Background: an optimization exercise with open tools, aiming at small area, a short achievable clock period and few clock cycles per item. Do not read the settings as production practice.
Where RTL was checked, it was by simulation tests only, not by an equivalence proof against the original.
The clock port is modelled as an ideal driver; clocking choices that lean on that would not hold on a real chip.

## before
==> module cyclist_ctrl, before the edit <==
module cyclist_ctrl #(
        parameter int NUM_GROUPS = 12,
        parameter int GRP_W      = 4
) (
        input  logic             eph1,
        input  logic             rst,
        input  logic             start,
        input  logic [1:0]       op,
        output logic             use_perm,
        output logic             hold_state,
        output logic             absorb,
        output logic             first,
        output logic             capture_digest,
        output logic             hold_digest,
        output logic [GRP_W-1:0] grp,
        output logic             pad_in,
        output logic             busy,
        output logic             done
);
        localparam logic [GRP_W-1:0] LAST = GRP_W'(NUM_GROUPS - 1);
        logic             run;
        logic [GRP_W-1:0] cnt;
        logic             sqp;
        logic             phase_up;
        logic             sq_ready;
        logic             sq_last;
        logic             run_n;
        logic [GRP_W-1:0] cnt_n;
        logic             sqp_n;
        logic             phase_up_n;
        logic             first_n;
        logic             busy_n;
        logic             done_n;
        logic accept;
        logic last;
        assign accept = start && !busy;
        assign last   = run && (cnt == LAST);
        assign grp    = cnt;
        assign pad_in = run && sqp && (cnt == '0);
        assign use_perm       = run;
        assign absorb         = accept && (op == cyclist_pkg::OP_ABSORB);
        assign capture_digest = !rst && ((start && sq_ready && (op == cyclist_pkg::OP_SQUEEZE)) || sq_last);
        assign hold_digest    = !rst && !((start && sq_ready && (op == cyclist_pkg::OP_SQUEEZE)) || sq_last);
        always_comb begin
                run_n      = run;
                cnt_n      = cnt;
                sqp_n      = sqp;
                phase_up_n = phase_up;
                first_n    = first;
                busy_n     = busy;
                done_n     = done;
                if (run && !last) begin
                        cnt_n = cnt + 1'b1;
                        if (!sqp && (cnt + 1'b1 == LAST)) begin
                                busy_n = 1'b0;
                                done_n = 1'b1;
                        end else begin
                                busy_n = 1'b1;
                                done_n = 1'b0;
                        end
                end else if (last && sqp) begin
                        run_n  = 1'b0;
                        sqp_n  = 1'b0;
                        busy_n = 1'b0;
                        done_n = 1'b1;
                end else begin
                        run_n  = 1'b0;
                        busy_n = 1'b0;
                        done_n = 1'b0;
                        if (accept) begin
                                case (op)
                                        cyclist_pkg::OP_INIT: begin
                                                phase_up_n = 1'b1;
                                                first_n    = 1'b1;
                                                done_n     = 1'b1;
                                        end
                                        cyclist_pkg::OP_ABSORB: begin
                                                phase_up_n = 1'b0;
                                                first_n    = 1'b0;
                                                run_n      = 1'b1;
                                                cnt_n      = '0;
                                                sqp_n      = 1'b0;
                                                busy_n     = (NUM_GROUPS > 1);
                                                done_n     = (NUM_GROUPS == 1);
                                        end
                                        cyclist_pkg::OP_SQUEEZE: begin
                                                phase_up_n = 1'b1;
                                                if (!phase_up) begin
                                                        done_n = 1'b1;
                                                end else begin
                                                        run_n  = 1'b1;
                                                        cnt_n  = '0;
                                                        sqp_n  = 1'b1;
                                                        busy_n = 1'b1;
                                                end
                                        end
                                        default: begin
                                                done_n = 1'b1;
                                        end
                                endcase
                        end
                end
        end
        always_ff @(posedge eph1) begin
                if (rst) begin
                        hold_state <= 1'b0;
                        run      <= 1'b0;
                        cnt      <= '0;
                        sqp      <= 1'b0;
                        phase_up <= 1'b1;
                        first    <= 1'b1;
                        busy     <= 1'b0;
                        done     <= 1'b0;
                        sq_ready <= 1'b0;
                        sq_last  <= 1'b0;
                end else begin
                        hold_state <= !run_n && !(accept && (op == cyclist_pkg::OP_INIT));
                        run      <= run_n;
                        cnt      <= cnt_n;
                        sqp      <= sqp_n;
                        phase_up <= phase_up_n;
                        first    <= first_n;
                        busy     <= busy_n;
                        done     <= done_n;
                        sq_ready <= !busy_n && !phase_up_n;
                        sq_last  <= run_n && sqp_n && (cnt_n == LAST);
                end
        end
endmodule
export LEC_CHECK = 0
export CAP_MARGIN = 20
export CORE_MARGIN = 2
export CORE_UTILIZATION = 28
export CTS_CLUSTER_SIZE = 20
export PLACE_DENSITY = 0.5
export SLEW_MARGIN = 20
export SYNTH_HIERARCHICAL = 1
export SYNTH_MINIMUM_KEEP_SIZE = 0
create_clock -name core_clock -period 10.0 [get_ports {eph1}]
standard.sh (not shown) runs the stock make flow with config.mk's settings and CLKGATE_MAP_FILE= SYNTH_SCRIPT=/design/flow/synth_recipe.tcl, a recipe that flattens the netlist after the stock synthesis.
==> flow/flow/run.sh <==
#!/bin/bash
set -o pipefail
F=$(pwd)/flow
bash standard.sh SETUP_SLACK_MARGIN=7.0 "BUFFER_PORTS_ARGS=-buffer_cell sky130_fd_sc_hd__buf_1" \
  PRE_CTS_TCL=$F/pre_cts.tcl POST_GLOBAL_ROUTE_TCL=$F/post_grt.tcl finish > flow_make.log 2>&1
==> flow/flow/keep_out_bufs.tcl <==
# Output port paths cannot reach the repair's setup margin (their delay is
# fixed by the output delay), so keep the repair from upsizing their buffers
# and rebuffering their nets; POST_GLOBAL_ROUTE releases them again.
proc my_out_buffers_dont_touch { flag } {
  set n 0
  foreach bterm [[ord::get_db_block] getBTerms] {
    if {[$bterm getIoType] != "OUTPUT"} { continue }
    set net [$bterm getNet]
    if {$net == "NULL"} { continue }
    foreach iterm [$net getITerms] {
      if {![$iterm isOutputSignal]} { continue }
      set inst [$iterm getInst]
      $inst setDoNotTouch $flag
      incr n
      foreach in_iterm [$inst getITerms] {
        if {[$in_iterm isInputSignal] && [$in_iterm getNet] != "NULL"} {
          [$in_iterm getNet] setDoNotTouch $flag
        }
      }
    }
  }
  puts "bench flow: dont_touch $flag on $n output buffers"
}
==> flow/flow/post_grt.tcl <==
source [file join [file dirname [info script]] keep_out_bufs.tcl]
my_out_buffers_dont_touch 0
==> flow/flow/pre_cts.tcl <==
source [file join [file dirname [info script]] keep_out_bufs.tcl]
my_out_buffers_dont_touch 1
Testbench counts of before, summed over its fixed seeds: cycles 37,489, blocks 2,884.
Setup changes, before to after
--- a/flow/design.v
+++ b/flow/design.v
@@ -173,5 +173,8 @@
         logic             phase_up;
         logic             sq_ready;
+        logic             hold_r;
         logic             sq_last;
+        logic             up_ready;
+        logic             spec;
         logic             run_n;
         logic [GRP_W-1:0] cnt_n;
@@ -185,10 +188,14 @@
         assign accept = start && !busy;
         assign last   = run && (cnt == LAST);
-        assign grp    = cnt;
-        assign pad_in = run && sqp && (cnt == '0);
-        assign use_perm       = run;
+        assign grp    = run ? cnt : '0;
+        assign pad_in = (!run && phase_up) || (run && sqp && (cnt == '0));
+        assign spec   = start && up_ready && (op == cyclist_pkg::OP_SQUEEZE);
+        assign use_perm       = run || spec;
+        assign hold_state     = hold_r && !spec;
         assign absorb         = accept && (op == cyclist_pkg::OP_ABSORB);
-        assign capture_digest = !rst && ((start && sq_ready && (op == cyclist_pkg::OP_SQUEEZE)) || sq_last);
-        assign hold_digest    = !rst && !((start && sq_ready && (op == cyclist_pkg::OP_SQUEEZE)) || sq_last);
+        assign capture_digest = !rst && ((start && sq_ready && (op == cyclist_pkg::OP_SQUEEZE)) || sq_last ||
+                                         (spec && (NUM_GROUPS == 1)));
+        assign hold_digest    = !rst && !((start && sq_ready && (op == cyclist_pkg::OP_SQUEEZE)) || sq_last ||
+                                          (spec && (NUM_GROUPS == 1)));
         always_comb begin
                 run_n      = run;
@@ -237,4 +244,10 @@
                                                 if (!phase_up) begin
                                                         done_n = 1'b1;
+                                                end else if (up_ready) begin
+                                                        run_n  = (NUM_GROUPS > 1);
+                                                        cnt_n  = GRP_W'(1);
+                                                        sqp_n  = (NUM_GROUPS > 1);
+                                                        busy_n = (NUM_GROUPS > 1);
+                                                        done_n = (NUM_GROUPS == 1);
                                                 end else begin
                                                         run_n  = 1'b1;
@@ -253,5 +266,6 @@
         always_ff @(posedge eph1) begin
                 if (rst) begin
-                        hold_state <= 1'b0;
+                        hold_r   <= 1'b0;
+                        up_ready <= 1'b0;
                         run      <= 1'b0;
                         cnt      <= '0;
@@ -264,5 +278,6 @@
                         sq_last  <= 1'b0;
                 end else begin
-                        hold_state <= !run_n && !(accept && (op == cyclist_pkg::OP_INIT));
+                        hold_r   <= !run_n && !(accept && (op == cyclist_pkg::OP_INIT));
+                        up_ready <= !busy_n && phase_up_n && !run_n && !(accept && (op == cyclist_pkg::OP_INIT));
                         run      <= run_n;
                         cnt      <= cnt_n;
## What came out
- Per the comparison of after with before, count of clock tree sinks closely matched the old numbers, global placement routability congestion dropped 0.0077, per-cell routed wire length now larger, core utilization went up by 1.3 points, area share of xor/xnor cells in the synthesized design level.
No functional check of the RTL was part of after.

-- separate check: timing with driven ports --
No port has a modelled driver above. Below, the same layouts with a new extraction and two added sets of constraints.
Step 1, drivers: a clkbuf_16 drives eph1 and a buf_2 each remaining input, both assumed.
Step 2, shift: input delay + t, output delay - t, t = (earliest + latest rising clock arrival at the registers) / 2. This alone moves slack from input paths to output paths.
a / b / c = ideal / step 1 / step 2; a / b = the first two.
run | t (ns) | slack for setup (ns) | worst hold slack (ns) | worst setup path after step 2 | worst register clock-pin slew, ns
before | 0.705 | 6.810 / 6.743 / 6.347 | 0.467 / 0.467 / 0.467 | input to register | 0.07 / 0.07
after | 0.716 | 6.795 / 6.718 / 6.231 | 0.456 / 0.456 / 0.456 | input to register | 0.07 / 0.07
After both steps setup and hold are still met in every run listed. The setup slack of after, which loses most, moves by -0.077 ns with the drivers and by -0.564 ns with both steps.
